Source: an optimization exercise on an open RTL-to-GDS flow (aim: small area). Production flows keep margins and buffers that such runs may drop.
In this exercise RTL edits were held to simulation tests only and were not proved equivalent to the original.
Power figures rest on the tool's default switching activity, not on a simulated workload.

==> flow/design.v <==
module exec_mem_wbit (
    input  logic q,
    input  logic dd,
    input  logic we,
    input  logic we_n,
    output logic nq
);
    assign nq = ~((q | we) & (dd | we_n));
endmodule
module exec_mem_rd3 (
    input  logic [2:0] q,
    input  logic [2:0] s,
    output logic       y_n
);
    assign y_n = ~((q[0] & s[0]) | (q[1] & s[1]) | (q[2] & s[2]));
endmodule
module exec_mem_rd1 (
    input  logic q,
    input  logic s,
    output logic y_n
);
    assign y_n = ~(q & s);
endmodule
module exec_mem_wdec (
    input  logic lo,
    input  logic hi,
    output logic we,
    output logic we_n
);
    exec_mem_nand2 u_n (.a(lo), .b(hi), .y(we_n));
    exec_mem_inv   u_i (.a(we_n), .y(we));
endmodule
module exec_mem_nand2 (input logic a, input logic b, output logic y);
    assign y = ~(a & b);
endmodule
module exec_mem_inv (input logic a, output logic y);
    assign y = ~a;
endmodule
module exec_mem_rdec (
    input  logic lo,
    input  logic hi,
    input  logic v,
    output logic rs
);
    assign rs = lo & hi & v;
endmodule
module exec_alu_pg (input logic a, input logic b, output logic p, output logic g);
    assign p = a ^ b;
    assign g = a & b;
endmodule
module exec_alu_xor (input logic a, input logic b, output logic y);
    assign y = a ^ b;
endmodule
module exec_alu_xnor (input logic a, input logic b, output logic y);
    assign y = ~(a ^ b);
endmodule
module exec_alu_nand (input logic a, input logic b, output logic y);
    assign y = ~(a & b);
endmodule
module exec_alu_cy_tn (input logic p, input logic g, input logic c, output logic co_n);
    assign co_n = ~(g | (p & c));
endmodule
module exec_alu_cy_nt (input logic p_n, input logic g_n, input logic c_n, output logic co);
    assign co = ~(g_n & (p_n | c_n));
endmodule
module exec_alu (
    input  logic [31:0] rd1,
    input  logic [31:0] rd2,
    input  logic [31:0] imm,
    input  logic [2:0]  op,
    input  logic        ALUSrc,
    output logic [31:0] z,
    output logic        zero,
    output logic        in_range
);
    logic [31:0] alu_b, bx, s;
    logic [32:0] c;
    logic [31:0] p;                      
    logic [31:0] g;                      
    logic [31:0] orab;                   
    logic        inv, lt;
    logic        is_and, is_or, is_sum, is_slt;
    logic [31:0] zl;                     
    assign alu_b = ALUSrc ? imm : rd2;
    assign inv   = op[2];
    assign bx    = alu_b ^ {32{inv}};
    assign c[0]  = inv;
    for (genvar i = 0; i < 32; i = i + 2) begin : g_add
        logic p0, g0, p1n, g1n, c1n;
        exec_alu_pg    u_pg0 (.a(rd1[i]), .b(bx[i]), .p(p0), .g(g0));
        exec_alu_cy_tn u_c0 (.p(p0), .g(g0), .c(c[i]), .co_n(c1n));
        exec_alu_xor   u_s0 (.a(p0), .b(c[i]), .y(s[i]));
        exec_alu_xnor  u_p1 (.a(rd1[i+1]), .b(bx[i+1]), .y(p1n));
        exec_alu_nand  u_g1 (.a(rd1[i+1]), .b(bx[i+1]), .y(g1n));
        exec_alu_cy_nt u_c1 (.p_n(p1n), .g_n(g1n), .c_n(c1n), .co(c[i+2]));
        exec_alu_xor   u_s1 (.a(p1n), .b(c1n), .y(s[i+1]));
        assign p[i]   = p0;
        assign p[i+1] = ~p1n;
        assign g[i]   = g0;
        assign g[i+1] = ~g1n;
        assign c[i+1] = ~c1n;
    end
    assign orab = rd1 | bx;
    assign lt = (rd1[31] & ~alu_b[31]) | (~(rd1[31] ^ alu_b[31]) & s[31]);
    assign is_and = (op == 3'b000);
    assign is_or  = (op == 3'b001);
    assign is_sum = (op == 3'b010) || (op == 3'b110);
    assign is_slt = (op == 3'b111);
    assign zl = ({32{is_and}} & g) | ({32{is_or}} & orab);
    assign z  = zl | ({32{is_sum}} & s) | {31'h0, is_slt & lt};
    assign zero = ~|z;
    logic sum_hi_zero, logic_hi_zero;
    logic [31:8] hz;
    assign hz[8] = ~(p[8] ^ c[8]);
    for (genvar i = 9; i < 32; i++) begin : g_hz
        assign hz[i] = ~(p[i] ^ orab[i-1]);
    end
    assign sum_hi_zero   = &hz;
    assign logic_hi_zero = ~|zl[31:8];
    assign in_range      = is_sum ? sum_hi_zero : logic_hi_zero;
endmodule
module exec_mem_ctrl #(
    parameter int DM_WORDS = 64
) (
    input  logic        clk,
    input  logic        rst_n,
    input  logic [6:0]  opCode,
    input  logic [31:0] rd1,
    input  logic [31:0] rd2,
    input  logic [31:0] imm,
    input  logic [2:0]  op,
    input  logic        ALUSrc,
    input  logic        MemRead,
    input  logic        MemWrite,
    output logic [31:0] z,
    output logic        zero,
    output logic [31:0] memOut,
    output logic        isRtype,
    output logic        isItype,
    output logic        isLw,
    output logic        isStype,
    output logic        isbranch,
    output logic        isjump
);
    localparam int AW  = 6;
    localparam int NW  = 64;
    localparam int NG3 = 21;               
    localparam int NG  = NG3 + 1;          
    logic [31:0] mem_q [NW];
    logic [31:0] mem_d [NW];
    logic [NW-1:0] valid_q;
    logic [NW-1:0] wsel   [2];
    logic [NW-1:0] wsel_n [2];
    logic [NW-1:0] rsel   [2];
    logic [NG-1:0] part_n [32];
    always_comb begin
        isRtype  = (opCode == 7'h33);
        isLw     = (opCode == 7'h03);
        isItype  = (opCode == 7'h13) || (opCode == 7'h03);
        isStype  = (opCode == 7'h23);
        isbranch = (opCode == 7'h63);
        isjump   = (opCode == 7'h6F);
    end
    logic in_range;
    exec_alu u_alu (
        .rd1(rd1), .rd2(rd2), .imm(imm), .op(op), .ALUSrc(ALUSrc),
        .z(z), .zero(zero), .in_range(in_range)
    );
    logic [AW-1:0] word_idx;
    assign word_idx = z[AW+1:2];         
    logic wr_en, rd_en;
    assign wr_en = MemWrite && in_range;
    assign rd_en = MemRead && rst_n && in_range;
    logic [7:0] wlo, rlo, hi;
    always_comb begin
        for (int k = 0; k < 8; k++) begin
            wlo[k] = wr_en && (word_idx[2:0] == 3'(k));
            rlo[k] = rd_en && (word_idx[2:0] == 3'(k));
            hi[k]  = (word_idx[5:3] == 3'(k));
        end
    end
    for (genvar i = 0; i < NW; i++) begin : g_dec
        for (genvar h = 0; h < 2; h++) begin : g_half
            exec_mem_wdec u_wd (
                .lo(wlo[i % 8]), .hi(hi[i / 8]), .we(wsel[h][i]), .we_n(wsel_n[h][i])
            );
            exec_mem_rdec u_rd (
                .lo(rlo[i % 8]), .hi(hi[i / 8]), .v(valid_q[i]), .rs(rsel[h][i])
            );
        end
    end
    always_ff @(posedge clk or negedge rst_n) begin
        if (!rst_n) valid_q <= '0;
        else        valid_q <= valid_q | wsel[0];
    end
    logic        phase_q;
    logic [31:0] wdata_xn;
    logic [31:0] wdata_x [4];            
    always_ff @(posedge clk or negedge rst_n) begin
        if (!rst_n) phase_q <= 1'b0;
        else        phase_q <= ~phase_q;
    end
    assign wdata_xn = ~(rd2 ^ {32{phase_q}});
    for (genvar c = 0; c < 4; c++) begin : g_wdx
        for (genvar b = 0; b < 32; b++) begin : g_bit
            exec_mem_inv u_i (.a(wdata_xn[b]), .y(wdata_x[c][b]));
        end
    end
    for (genvar i = 0; i < NW; i++) begin : g_word
        for (genvar b = 0; b < 32; b++) begin : g_bit
            exec_mem_wbit u_w (
                .q(mem_q[i][b]), .dd(wdata_x[i/16][b]), .we(wsel[b/16][i]), .we_n(wsel_n[b/16][i]),
                .nq(mem_d[i][b])
            );
        end
        always_ff @(posedge clk) mem_q[i] <= mem_d[i];
    end
    logic hit;
    logic [31:0] raw;
    assign hit = |rsel[0];
    for (genvar b = 0; b < 32; b++) begin : g_rd
        for (genvar g = 0; g < NG3; g++) begin : g_r3
            exec_mem_rd3 u_r (
                .q({mem_q[3*g+2][b], mem_q[3*g+1][b], mem_q[3*g][b]}),
                .s(rsel[b/16][3*g+2:3*g]),
                .y_n(part_n[b][g])
            );
        end
        exec_mem_rd1 u_r1 (
            .q(mem_q[NW-1][b]), .s(rsel[b/16][NW-1]), .y_n(part_n[b][NG3])
        );
        assign raw[b]    = ~&part_n[b];
        assign memOut[b] = raw[b] ^ (phase_q & hit);
    end
endmodule
==> flow/config.mk <==
export PLATFORM = sky130hd
export DESIGN_NAME = exec_mem_ctrl
export DESIGN_NICKNAME = exec_mem_ctrl
export VERILOG_FILES = /design/flow/design.v
export SDC_FILE = /design/flow/constraint.sdc
export NUM_CORES = 4
export LEC_CHECK = 0
export CAP_MARGIN = 30
export CORE_MARGIN = 2
export CORE_UTILIZATION = 60
export PLACE_DENSITY = 0.7
export SLEW_MARGIN = 30
export SYNTH_HIERARCHICAL = 1
==> flow/constraint.sdc <==
create_clock -name core_clock -period 16.0 [get_ports {clk}]
set_input_delay 3.2000 -clock core_clock [delete_from_list [all_inputs] [get_ports {clk}]]
set_output_delay 3.2000 -clock core_clock [all_outputs]
set_load 0.01 [all_outputs]
standard.sh (not shown) runs the stock make flow with config.mk's settings and CLKGATE_MAP_FILE= SYNTH_SCRIPT=/design/flow/synth_recipe.tcl, a recipe that flattens the netlist after the stock synthesis.
==> flow/flow/run.sh <==
#!/bin/bash
# Layout flow: the standard ORFS flow (standard.sh, unchanged synthesis),
# with two changes passed to ORFS through its environment variables:
#  - clock tree: clkbuf_8 leaf buffers in larger clusters, and no dummy loads;
#  - port buffers: the smallest buffer (sky130_fd_sc_hd__buf_1); repair_design
#    still resizes them where a port's load needs it.
# ORFS writes each step's full log under orfs/logs/; the make output goes to
# standard.log in the work folder.
set -euo pipefail
cd "$(dirname "$0")/.."
CTS_OPTS=$(cat flow/cts_args.txt)
export CTS_ARGS="-sink_clustering_enable -repair_clock_nets -dont_use_dummy_load ${CTS_OPTS}"
export BUFFER_PORTS_ARGS="-buffer_cell sky130_fd_sc_hd__buf_1"
bash standard.sh > standard.log 2>&1
==> flow/flow/cts_args.txt <==
-buf_list sky130_fd_sc_hd__clkbuf_8 -sink_clustering_size 18 -sink_clustering_max_diameter 55
The baseline completed without violations.
Next try:
--- a/flow/design.v
+++ b/flow/design.v
@@ -24,38 +24,31 @@
 module exec_mem_wdec (
     input  logic lo,
     input  logic hi,
     output logic we,
     output logic we_n
 );
-    exec_mem_nand2 u_n (.a(lo), .b(hi), .y(we_n));
-    exec_mem_inv   u_i (.a(we_n), .y(we));
-endmodule
-module exec_mem_nand2 (input logic a, input logic b, output logic y);
-    assign y = ~(a & b);
-endmodule
-module exec_mem_inv (input logic a, output logic y);
-    assign y = ~a;
+    assign we   = lo & hi;
+    assign we_n = ~(lo & hi);
 endmodule
 module exec_mem_rdec (
     input  logic lo,
     input  logic hi,
     input  logic v,
     output logic rs
 );
     assign rs = lo & hi & v;
 endmodule
-module exec_alu_pg (input logic a, input logic b, output logic p, output logic g);
-    assign p = a ^ b;
-    assign g = a & b;
-endmodule
 module exec_alu_xor (input logic a, input logic b, output logic y);
     assign y = a ^ b;
 endmodule
 module exec_alu_xnor (input logic a, input logic b, output logic y);
     assign y = ~(a ^ b);
+endmodule
+module exec_alu_and (input logic a, input logic b, output logic y);
+    assign y = a & b;
 endmodule
 module exec_alu_nand (input logic a, input logic b, output logic y);
     assign y = ~(a & b);
 endmodule
 module exec_alu_cy_tn (input logic p, input logic g, input logic c, output logic co_n);
     assign co_n = ~(g | (p & c));
@@ -84,13 +77,14 @@
     assign alu_b = ALUSrc ? imm : rd2;
     assign inv   = op[2];
     assign bx    = alu_b ^ {32{inv}};
     assign c[0]  = inv;
     for (genvar i = 0; i < 32; i = i + 2) begin : g_add
         logic p0, g0, p1n, g1n, c1n;
-        exec_alu_pg    u_pg0 (.a(rd1[i]), .b(bx[i]), .p(p0), .g(g0));
+        exec_alu_xor   u_p0 (.a(rd1[i]),   .b(bx[i]),   .y(p0));
+        exec_alu_and   u_g0 (.a(rd1[i]),   .b(bx[i]),   .y(g0));
         exec_alu_cy_tn u_c0 (.p(p0), .g(g0), .c(c[i]), .co_n(c1n));
         exec_alu_xor   u_s0 (.a(p0), .b(c[i]), .y(s[i]));
         exec_alu_xnor  u_p1 (.a(rd1[i+1]), .b(bx[i+1]), .y(p1n));
         exec_alu_nand  u_g1 (.a(rd1[i+1]), .b(bx[i+1]), .y(g1n));
         exec_alu_cy_nt u_c1 (.p_n(p1n), .g_n(g1n), .c_n(c1n), .co(c[i+2]));
         exec_alu_xor   u_s1 (.a(p1n), .b(c1n), .y(s[i+1]));
@@ -191,28 +185,22 @@
     end
     always_ff @(posedge clk or negedge rst_n) begin
         if (!rst_n) valid_q <= '0;
         else        valid_q <= valid_q | wsel[0];
     end
     logic        phase_q;
-    logic [31:0] wdata_xn;
-    logic [31:0] wdata_x [4];            
+    logic [31:0] wdata_x;
     always_ff @(posedge clk or negedge rst_n) begin
         if (!rst_n) phase_q <= 1'b0;
         else        phase_q <= ~phase_q;
     end
-    assign wdata_xn = ~(rd2 ^ {32{phase_q}});
-    for (genvar c = 0; c < 4; c++) begin : g_wdx
-        for (genvar b = 0; b < 32; b++) begin : g_bit
-            exec_mem_inv u_i (.a(wdata_xn[b]), .y(wdata_x[c][b]));
-        end
-    end
+    assign wdata_x = rd2 ^ {32{phase_q}};
     for (genvar i = 0; i < NW; i++) begin : g_word
         for (genvar b = 0; b < 32; b++) begin : g_bit
             exec_mem_wbit u_w (
-                .q(mem_q[i][b]), .dd(wdata_x[i/16][b]), .we(wsel[b/16][i]), .we_n(wsel_n[b/16][i]),
+                .q(mem_q[i][b]), .dd(wdata_x[b]), .we(wsel[b/16][i]), .we_n(wsel_n[b/16][i]),
                 .nq(mem_d[i][b])
             );
         end
         always_ff @(posedge clk) mem_q[i] <= mem_d[i];
     end
     logic hit;
Register-to-register slack degrades by 0.59 ns.
Total power barely changes.
Global-route usage goes down by 1.3 points.
Design area goes up by 0.97%.
Cell count goes down by 1.1%.
Via count barely changes.
Non-clock buffer count goes up by 22.

-- afterwards: timing with drivers on the ports --
How much do the figures lean on ideal ports? The routed layouts below were timed once more, with nothing changed but the port constraints.
Step 1, drivers: a clkbuf_16 drives clk and a buf_2 each remaining input, both assumed.
Step 2 adds t to the input delays and takes it off the output delays; t is the mean of the earliest and latest rising clock arrival at the registers after step 1. Input paths then give back, and output paths get back, about the clock's delay inside the block.
Three values: no drivers, after step 1, after step 2; two values: the first two.
run	shift t [ns]	setup slack, ns	worst setup path at the end	worst register clock-pin slew, ns
the first run	0.972	1.562 / 1.539 / 1.539	input to output	0.12 / 0.12
the second run	0.958	1.551 / 1.446 / 1.446	input to output	0.11 / 0.11
After both steps every run listed still meets setup and hold. The setup slack of the second run, which loses most, moves by -0.105 ns with the drivers and by -0.105 ns with both steps.
